This is an optimization exercise on Yosys and OpenROAD, whose aim is small area, a short achievable clock period and few clock cycles per item, not a production implementation. In this exercise RTL edits were held to simulation tests only and were not proved equivalent to the original. Power figures rest on the tool's default switching activity, not on a simulated workload.

[flow/run.sh]
#!/bin/bash
# synth_recipe.tcl (not shown) runs the flow's synth.tcl, then flattens the netlist and writes it again
# the make line also repeats each setting of config.mk as NAME=value (left out here)
make -C /OpenROAD-flow-scripts/flow DESIGN_CONFIG=/design/flow/config.mk WORK_HOME=/design/flow/orfs CLKGATE_MAP_FILE= SYNTH_SCRIPT=/design/flow/synth_recipe.tcl finish
[flow/config.mk]
export PLATFORM = sky130hd
export DESIGN_NAME = ordered_key_value_table
export DESIGN_NICKNAME = ordered_key_value_table
export VERILOG_FILES = /design/flow/design.v
export SDC_FILE = /design/flow/constraint.sdc
export NUM_CORES = 4
export LEC_CHECK = 0
export CAP_MARGIN = 20
export CORE_MARGIN = 2
export CORE_UTILIZATION = 40
export SLEW_MARGIN = 20
[flow/constraint.sdc]
create_clock -name core_clock -period 8.0 [get_ports {i_clk}]
set_input_delay 1.6000 -clock core_clock [delete_from_list [all_inputs] [get_ports {i_clk}]]
set_output_delay 1.6000 -clock core_clock [all_outputs]
set_load 0.01 [all_outputs]
[flow/design.v]
package okvt_pkg;
    localparam int TABLE_DEPTH = 64;
    localparam int ADDR_W      = (TABLE_DEPTH > 1) ? $clog2(TABLE_DEPTH) : 1;
    localparam int CNT_W       = $clog2(TABLE_DEPTH + 1);
    localparam int ENTRY_W     = 64;
    localparam logic [2:0] CMD_INSERT  = 3'd0;
    localparam logic [2:0] CMD_LOOKUP  = 3'd1;
    localparam logic [2:0] CMD_REMOVE  = 3'd2;
    localparam logic [2:0] CMD_CUR_RST = 3'd3;
    localparam logic [2:0] CMD_CUR_ADV = 3'd4;
    localparam logic [1:0] ST_OK        = 2'd0;
    localparam logic [1:0] ST_NOT_FOUND = 2'd1;
    localparam logic [1:0] ST_FULL      = 2'd2;
    typedef struct packed {
        logic [2:0]         cmd;
        logic signed [31:0] key;
        logic [31:0]        value;
    } t_in_word;
    typedef struct packed {
        logic [1:0]         status;
        logic [31:0]        value_out;
        logic [CNT_W-1:0]   entry_count;
        logic               cursor_at_end;
        logic signed [31:0] cursor_key;
        logic [31:0]        cursor_value;
    } t_out_word;
endpackage
module okvt_ram #(
    parameter int WIDTH = 64,
    parameter int DEPTH = 64,
    localparam int AW = (DEPTH > 1) ? $clog2(DEPTH) : 1
) (
    input  logic             i_clk,
    input  logic             i_we,
    input  logic [AW-1:0]    i_waddr,
    input  logic [WIDTH-1:0] i_wdata,
    input  logic [AW-1:0]    i_raddr,
    output logic [WIDTH-1:0] o_rdata
);
    logic [WIDTH-1:0] r_mem [DEPTH];
    logic [WIDTH-1:0] r_rdata;
    always_ff @(posedge i_clk) begin
        if (i_we) begin
            r_mem[i_waddr] <= i_wdata;
        end
        r_rdata <= r_mem[i_raddr];
    end
    assign o_rdata = r_rdata;
endmodule
import okvt_pkg::*;
module ordered_key_value_table (
    input  logic      i_clk,
    input  logic      i_rst_n,
    input  logic      i_in_valid,
    output logic      o_in_stall,
    input  logic [66:0]  i_in_word,
    output logic      o_out_valid,
    input  logic      i_out_stall,
    output logic [105:0] o_out_word
);
    okvt_pkg::t_in_word in_w;
    assign in_w = i_in_word;
    localparam logic [2:0] S_IDLE     = 3'd0;
    localparam logic [2:0] S_SCAN     = 3'd1;
    localparam logic [2:0] S_SHIFT    = 3'd2;
    localparam logic [2:0] S_CUR_RD   = 3'd3;
    localparam logic [2:0] S_CUR_WAIT = 3'd4;
    logic [2:0]        r_state, n_state;
    logic [2:0]        r_cmd, n_cmd;
    logic [31:0]       r_key, n_key;
    logic [31:0]       r_val, n_val;
    logic [CNT_W-1:0]  r_count, n_count;
    logic [ADDR_W-1:0] r_pos, n_pos;
    logic              r_cur_valid, n_cur_valid;
    logic [CNT_W-1:0]  r_idx, n_idx;
    logic [ADDR_W-1:0] r_pidx, n_pidx;
    logic              r_pend, n_pend;
    logic [ADDR_W-1:0] r_slot, n_slot;
    logic [1:0]        r_status, n_status;
    logic [31:0]       r_vout, n_vout;
    logic              r_out_valid, n_out_valid;
    okvt_pkg::t_out_word r_out_word, n_out_word;
    logic                ram_we;
    logic [ADDR_W-1:0]   ram_waddr;
    logic [ENTRY_W-1:0]  ram_wdata;
    logic [ADDR_W-1:0]   ram_raddr;
    logic [ENTRY_W-1:0]  ram_rdata;
    logic              in_acc;
    logic              out_free;
    logic              hit;
    logic [CNT_W-1:0]  idx_nxt;
    logic [CNT_W-1:0]  cnt_dec;
    logic [ADDR_W-1:0] pos_adj;
    okvt_ram #(
        .WIDTH(ENTRY_W),
        .DEPTH(TABLE_DEPTH)
    ) u_entries (
        .i_clk  (i_clk),
        .i_we   (ram_we),
        .i_waddr(ram_waddr),
        .i_wdata(ram_wdata),
        .i_raddr(ram_raddr),
        .o_rdata(ram_rdata)
    );
    assign o_in_stall  = (r_state != S_IDLE);
    assign o_out_valid = r_out_valid;
    assign o_out_word  = r_out_word;
    assign in_acc   = i_in_valid && !o_in_stall;
    assign out_free = !r_out_valid || !i_out_stall;
    assign hit      = r_pend && (ram_rdata[63:32] == r_key);
    assign idx_nxt  = r_idx + 1'b1;
    assign cnt_dec  = r_count - 1'b1;
    assign pos_adj  = (r_pos > r_slot) ? (r_pos - 1'b1) : r_pos;
    always_comb begin
        n_state     = r_state;
        n_cmd       = r_cmd;
        n_key       = r_key;
        n_val       = r_val;
        n_count     = r_count;
        n_pos       = r_pos;
        n_cur_valid = r_cur_valid;
        n_idx       = r_idx;
        n_pidx      = r_pidx;
        n_pend      = 1'b0;
        n_slot      = r_slot;
        n_status    = r_status;
        n_vout      = r_vout;
        n_out_valid = r_out_valid && i_out_stall;
        n_out_word  = r_out_word;
        ram_we      = 1'b0;
        ram_waddr   = r_pidx;
        ram_wdata   = {r_key, r_val};
        ram_raddr   = r_idx[ADDR_W-1:0];
        unique case (r_state)
            S_IDLE: begin
                if (in_acc) begin
                    n_cmd    = in_w.cmd;
                    n_key    = in_w.key;
                    n_val    = in_w.value;
                    n_status = ST_OK;
                    n_vout   = '0;
                    n_idx    = '0;
                    unique case (in_w.cmd)
                        CMD_INSERT, CMD_LOOKUP, CMD_REMOVE: begin
                            n_state = S_SCAN;
                        end
                        CMD_CUR_RST: begin
                            n_pos       = '0;
                            n_cur_valid = (r_count != '0);
                            n_state     = S_CUR_RD;
                        end
                        CMD_CUR_ADV: begin
                            if (r_cur_valid) begin
                                if (CNT_W'(r_pos) + 1'b1 < r_count) begin
                                    n_pos = r_pos + 1'b1;
                                end else begin
                                    n_pos       = '0;
                                    n_cur_valid = 1'b0;
                                end
                            end
                            n_state = S_CUR_RD;
                        end
                        default: begin
                            n_state = S_CUR_RD;
                        end
                    endcase
                end
            end
            S_SCAN: begin
                if (hit) begin
                    n_slot = r_pidx;
                    unique case (r_cmd)
                        CMD_INSERT: begin
                            ram_we    = 1'b1;
                            ram_waddr = r_pidx;
                            n_state   = S_CUR_RD;
                        end
                        CMD_LOOKUP: begin
                            n_vout  = ram_rdata[31:0];
                            n_state = S_CUR_RD;
                        end
                        default: begin
                            n_idx   = CNT_W'(r_pidx);
                            n_state = S_SHIFT;
                        end
                    endcase
                end else if (!r_pend && (r_idx == r_count)) begin
                    n_state = S_CUR_RD;
                    if (r_cmd == CMD_INSERT) begin
                        if (r_count < CNT_W'(TABLE_DEPTH)) begin
                            ram_we    = 1'b1;
                            ram_waddr = r_count[ADDR_W-1:0];
                            n_count   = r_count + 1'b1;
                        end else begin
                            n_status = ST_FULL;
                        end
                    end else begin
                        n_status = ST_NOT_FOUND;
                    end
                end else if (r_idx < r_count) begin
                    n_pend = 1'b1;
                    n_pidx = r_idx[ADDR_W-1:0];
                    n_idx  = idx_nxt;
                end
            end
            S_SHIFT: begin
                ram_raddr = idx_nxt[ADDR_W-1:0];
                if (r_pend) begin
                    ram_we    = 1'b1;
                    ram_waddr = r_pidx;
                    ram_wdata = ram_rdata;
                end
                if (idx_nxt < r_count) begin
                    n_pend = 1'b1;
                    n_pidx = r_idx[ADDR_W-1:0];
                    n_idx  = idx_nxt;
                end else if (!r_pend) begin
                    n_count = cnt_dec;
                    if (r_cur_valid) begin
                        if (CNT_W'(pos_adj) >= cnt_dec) begin
                            n_cur_valid = 1'b0;
                            n_pos       = '0;
                        end else begin
                            n_pos = pos_adj;
                        end
                    end
                    n_state = S_CUR_RD;
                end
            end
            S_CUR_RD: begin
                ram_raddr = r_pos;
                n_state   = S_CUR_WAIT;
            end
            S_CUR_WAIT: begin
                ram_raddr = r_pos;
                if (out_free) begin
                    n_out_valid              = 1'b1;
                    n_out_word.status        = r_status;
                    n_out_word.value_out     = r_vout;
                    n_out_word.entry_count   = r_count;
                    n_out_word.cursor_at_end = !r_cur_valid;
                    n_out_word.cursor_key    = r_cur_valid ? ram_rdata[63:32] : '0;
                    n_out_word.cursor_value  = r_cur_valid ? ram_rdata[31:0] : '0;
                    n_state                  = S_IDLE;
                end
            end
            default: begin
                n_state = S_IDLE;
            end
        endcase
    end
    always_ff @(posedge i_clk) begin
        if (!i_rst_n) begin
            r_state     <= S_IDLE;
            r_count     <= '0;
            r_pos       <= '0;
            r_cur_valid <= 1'b0;
            r_pend      <= 1'b0;
            r_out_valid <= 1'b0;
        end else begin
            r_state     <= n_state;
            r_count     <= n_count;
            r_pos       <= n_pos;
            r_cur_valid <= n_cur_valid;
            r_pend      <= n_pend;
            r_out_valid <= n_out_valid;
        end
    end
    always_ff @(posedge i_clk) begin
        r_cmd      <= n_cmd;
        r_key      <= n_key;
        r_val      <= n_val;
        r_idx      <= n_idx;
        r_pidx     <= n_pidx;
        r_slot     <= n_slot;
        r_status   <= n_status;
        r_vout     <= n_vout;
        r_out_word <= n_out_word;
    end
endmodule
==> impl_metrics.csv <==
group,metric,value,unit
global_route,grt_pass1_wl,788200,µm
logic_synthesis,synthesis.nets,10290,
logic_synthesis,ys_seq_area_frac,0.7685,
setup_path,worst-path-buf-inv,2,
logic_synthesis,synthAdderAreaFrac,0.002780,
routing,antenna_left,0,
sta,max-slew-margin-rel,0.1690,
setup_path,critical_path.top_delay_family,"simple AND/OR/NAND/NOR gates",
power_and_ir_drop,pwr-share-clk,0.256,
cts,cts_buffers,428,
floorplanning,start_util,0.4011,
min_path,hold_path_end,"r_out_word[92]$_DFFE_PP_",
logic_synthesis,synth_top_cell_by_area,"edfxtp_1",
min_path,min_from,"r_vout[20]$_SDFFCE_PN0P_",
logic_synthesis,synthArstFlopShare,0,
logic_synthesis,synth_xor_area_frac,0.002765,
sta,setup_tns,0,ps
global_route,grt_pass1_vias,97210,
setup_path,cp.arrival,6800,ps
logic_synthesis,synthTopCellsByCount,"4,322 x edfxtp_1, 1,703 x nand2_1, 410 x mux4_2",
routing,wirelength,577800,µm
cts,path_clk_slew,60,ps
logic_synthesis,muxShareOfSynthArea,0.07174,
sta,tightest_slew,1246,ps
sta,post-route-period-util,0.7809,
floorplanning,coreArea,426400,µm²
setup_path,cp-end-kind,"flip-flop",
setup_path,required,8560,ps
power_and_ir_drop,p_per_area,400.8,nW/µm²
power_and_ir_drop,p_leak,62.60,nW
layout,final_cell_area,195100,µm²
layout,layout.nets,10570,
sta,period_minus_slack,6247,ps
power_and_ir_drop,p_switching,0.03074,W
layout,fin_cells,16530,
routing,wl_per_cell,34.96,µm
logic_synthesis,synth-compound-area-share,0.05986,
min_path,worst_hold_path_type,"reg2reg",
cts,clkLatencyLatePin,1000,ps
cts,cts_root_buf,"clkbuf_16",
routing,drtIter0Drc,17540,
layout,area_growth,14.06,%
power_and_ir_drop,ir_drop,0.0005298,V
routing,viasPerCell,6.248,
layout,nFillCells,36080,
setup_path,worstPathMaxFanout,71,
sta,finalMaxSlewViolations,0,
placed_design,finalWeightedCongestion,0.8573,
cts,clkSinkCount,4405,
placed_design,numPortBuffers,178,
sta,rsz0062_at_grt,"false",
setup_path,path_class,"reg2reg",
global_route,grt.overflow.total,0,
routing,dr_total_vias,103300,
logic_synthesis,synth_top_family_by_area,"simple AND/OR/NAND/NOR gates",
setup_path,r2r-start,"r_state[1]$_SDFFE_PN0P_",
logic_synthesis,ys_ff_latch,4405,
floorplanning,io_pins,179,
setup_path,cp_slowest_cell,"a2111oi_1",
logic_synthesis,yosysMostFrequentCell,"edfxtp_1",
global_route,grt_max_degree,141,
run,max-cap-violations,0,
floorplanning,die-area,432900,µm²
power_and_ir_drop,finalPower,0.07819,W
power_and_ir_drop,p_seq_frac,0.358,
sta,hold_viol_final,0,
cts,cts_max_path_buffers,4,
routing,drcViolationCount,0,
sta,final.setup_skew,85.47,ps
routing,drt_pass1_iterations,8,
setup_path,start_kind,"flip-flop",
cts,cts_hold_buffers,0,
cts,tritoncts,"yes",
logic_synthesis,synth_edf_count,4322,
setup_path,worstPathCellList,"or3b_1 -> buf_4 -> o311ai_1 -> or2_4 -> buf_12 -> mux4_2 -> a22o_1 -> a2111oi_1 -> nand4_1",
global_route,track_usage,0.2588,
logic_synthesis,synth-main-ff-cell,"edfxtp_1",
setup_path,reg2reg_depth,9,
logic_synthesis,syn_area,171000,µm²
power_and_ir_drop,internal_power,0.04745,W
floorplanning,rows,240,
cts,post_cts_buffers,0,
setup_path,r2r_end,"u_entries.r_rdata[45]$_DFF_P_",
sta,setup_viol,0,
placed_design,post-place-cells,15710,
logic_synthesis,yosys.area_share.simple,0.07542,
logic_synthesis,synth_top_area_frac,0.7588,
sta,fmax,160.1,MHz
cts,ctsResizeCount,0,
placed_design,dpl.hpwl,313500,µm
setup_path,max_stage_delay,1000,ps
logic_synthesis,yosysWarnings,2,
power_and_ir_drop,swShare,0.3931,
min_path,min_delay_path_depth,0,
layout,drive_gt1_frac,0.1485,
floorplanning,die_w,657.9,µm
logic_synthesis,syn_area_per_cell,16.81,µm²
logic_synthesis,synth_cells,10180,
placed_design,place_area,181100,µm²
floorplanning,dieHeight,657.9,µm
logic_synthesis,synth_area_leaders,"edfxtp_1 76%, mux4_2 5.4%, nand2_1 3.7%",
outcome,status,"timing/DRC/antenna clean",
power_and_ir_drop,p_comb_frac,0.386,
global_route,antenna_found_initial,47,
logic_synthesis,yosysUniqueCellTypes,86,
cts,htree_levels,5,
setup_path,r2r_slack,1750,ps
-- placed cells by master, fill, tap and decap left out, types with 104 or more instances in the layout --
| master | synthesis | layout |
|---|---|---|
| edfxtp_1 | 4322 | 4322 |
| nand2_1 | 1703 | 1647 |
| clkbuf_16 | 0 | 432 |
| mux4_2 | 410 | 410 |
| nand3_1 | 397 | 392 |
| buf_4 | 55 | 262 |
| and3_1 | 261 | 259 |
| mux2i_1 | 209 | 209 |
| a211oi_1 | 203 | 203 |
| clkdlybuf4s50_1 | 0 | 178 |
| a21oi_1 | 168 | 166 |
| a31oi_1 | 166 | 164 |
| a22oi_1 | 136 | 135 |
| a311oi_1 | 126 | 126 |
| o2111ai_1 | 107 | 107 |
| and2_1 | 105 | 104 |
-- how the worst max path moves through the flow --
stage                       startpoint                            end  cells after the start
2_1_floorplan              i_out_stall    r_out_word[0]$_SDFFCE_PN0P_                      1
3_3_place_gp   r_state[2]$_SDFFE_PN0P_  u_entries.r_rdata[45]$_DFF_P_                      9
3_5_place_dp   r_state[1]$_SDFFE_PN0P_  u_entries.r_rdata[55]$_DFF_P_                      9
4_1_cts        r_state[1]$_SDFFE_PN0P_  u_entries.r_rdata[55]$_DFF_P_                      9
5_1_grt        r_state[1]$_SDFFE_PN0P_  u_entries.r_rdata[55]$_DFF_P_                      9
6_report       r_state[1]$_SDFFE_PN0P_  u_entries.r_rdata[45]$_DFF_P_                      9
-- final cells by class --
cell class	instances	area, µm²	share of cell area
Inverter	43	161.4	0.0008273
Clock buffer	544	11380	0.05834
Tap cell	5687	7116	0.03647
Multi-Input combinational cell	5074	37560	0.1925
Timing Repair Buffer	504	5030	0.02578
Antenna cell	29	72.57	0.0003720
Clock inverter	241	2322	0.01190
Sequential cell	4405	131400	0.6738
-- flip-flops by register name, indices dropped and copies added, names as in the netlist, 2 cells and up --
signal / flops
r_cmd: 3
r_status: 2
r_slot: 6
r_pidx: 6
r_out_word: 106
r_count: 7
u_entries.r_rdata: 64
u_entries.r_mem: 4096
r_pos: 6
r_state: 3
r_idx: 7
r_vout: 32
r_key: 32
r_val: 32
-- cells by family (layout without fill, tap and decap cells) --
kind of cell,Yosys count,count (layout)
flip-flops,4405,4405
XOR/XNOR,54,54
other,0,29
AO/OA/AOI/OAI,1407,1407
adder cells (fa/ha/maj),38,38
buffers and inverters,698,1332
multiplexers,703,703
AND/OR/NAND/NOR,2872,2872
-- layer usage --
layer / GRT usage / part of all wire
met1: 0.3593 / 0.38
met2: 0.3934 / 0.44
met3: 0.06982 / 0.14
met4: 0.09154 / 0.041
met5: 0 / 0.00025
-- power groups by stage --
| stage | Clock [W] | Combinational (W) | Sequential [W] |
|---|---|---|---|
| floorplan | 0 | 0.0177 | 0.0280 |
| global placement | 0 | 0.0290 | 0.0285 |
| detailed placement | 0 | 0.0293 | 0.0285 |
| CTS | 0.0201 | 0.0294 | 0.0280 |
| global route | 0.0210 | 0.0313 | 0.0280 |
| finish | 0.0200 | 0.0302 | 0.0280 |
-- worst register-to-register path: cells and delay by family, from the launching register on --
family | cells | cell delay [ps]
flip-flops | 1 | 790
multiplexers | 1 | 450
AND/OR/NAND/NOR | 3 | 2030
buffers and inverters | 2 | 730
AO/OA/AOI/OAI | 3 | 1810
-- through the flow --
stage | hold WS, ps | setup slack (ps) | util
2_1_floorplan | 400.3 | 792.6 | -
3_3_place_gp | 401.0 | 1480 | 0.4244
3_5_place_dp | 405.4 | 1797 | 0.4248
4_1_cts | 419.9 | 1764 | 0.4569
5_1_grt | 423.4 | 1772 | 0.4574
6_report | 418.7 | 1753 | 0.4575
Testbench counts, summed over its fixed seeds: cycles 744,182, items 16,000.

==> port drivers added, routing unchanged <==
How much do the figures lean on ideal ports? The routed layout below was timed once more, with nothing changed but the port constraints. Step 1 assumes that a clkbuf_16 drives the clock port and a buf_2 every other input. Step 2 times the ports against the registers' clock, not the clock port: input delays grow and output delays shrink by t, the midpoint of the rising clock arrivals with the driver on. Three values: ideal ports, drivers, drivers and shift; two values: the first two.
shift t [ns]: 1.091
setup slack, ns: 1.753 / 1.753 / 1.753
hold slack, ns: 0.419 / 0.419 / 0.419
latest minus earliest clock arrival (ns): 0.106 / 0.106
worst register clock-pin slew, ns: 0.07 / 0.07
After both steps this run still meets setup and hold. For this run, drivers alone change the setup slack by 0.000 ns; drivers and shift together by 0.000 ns.
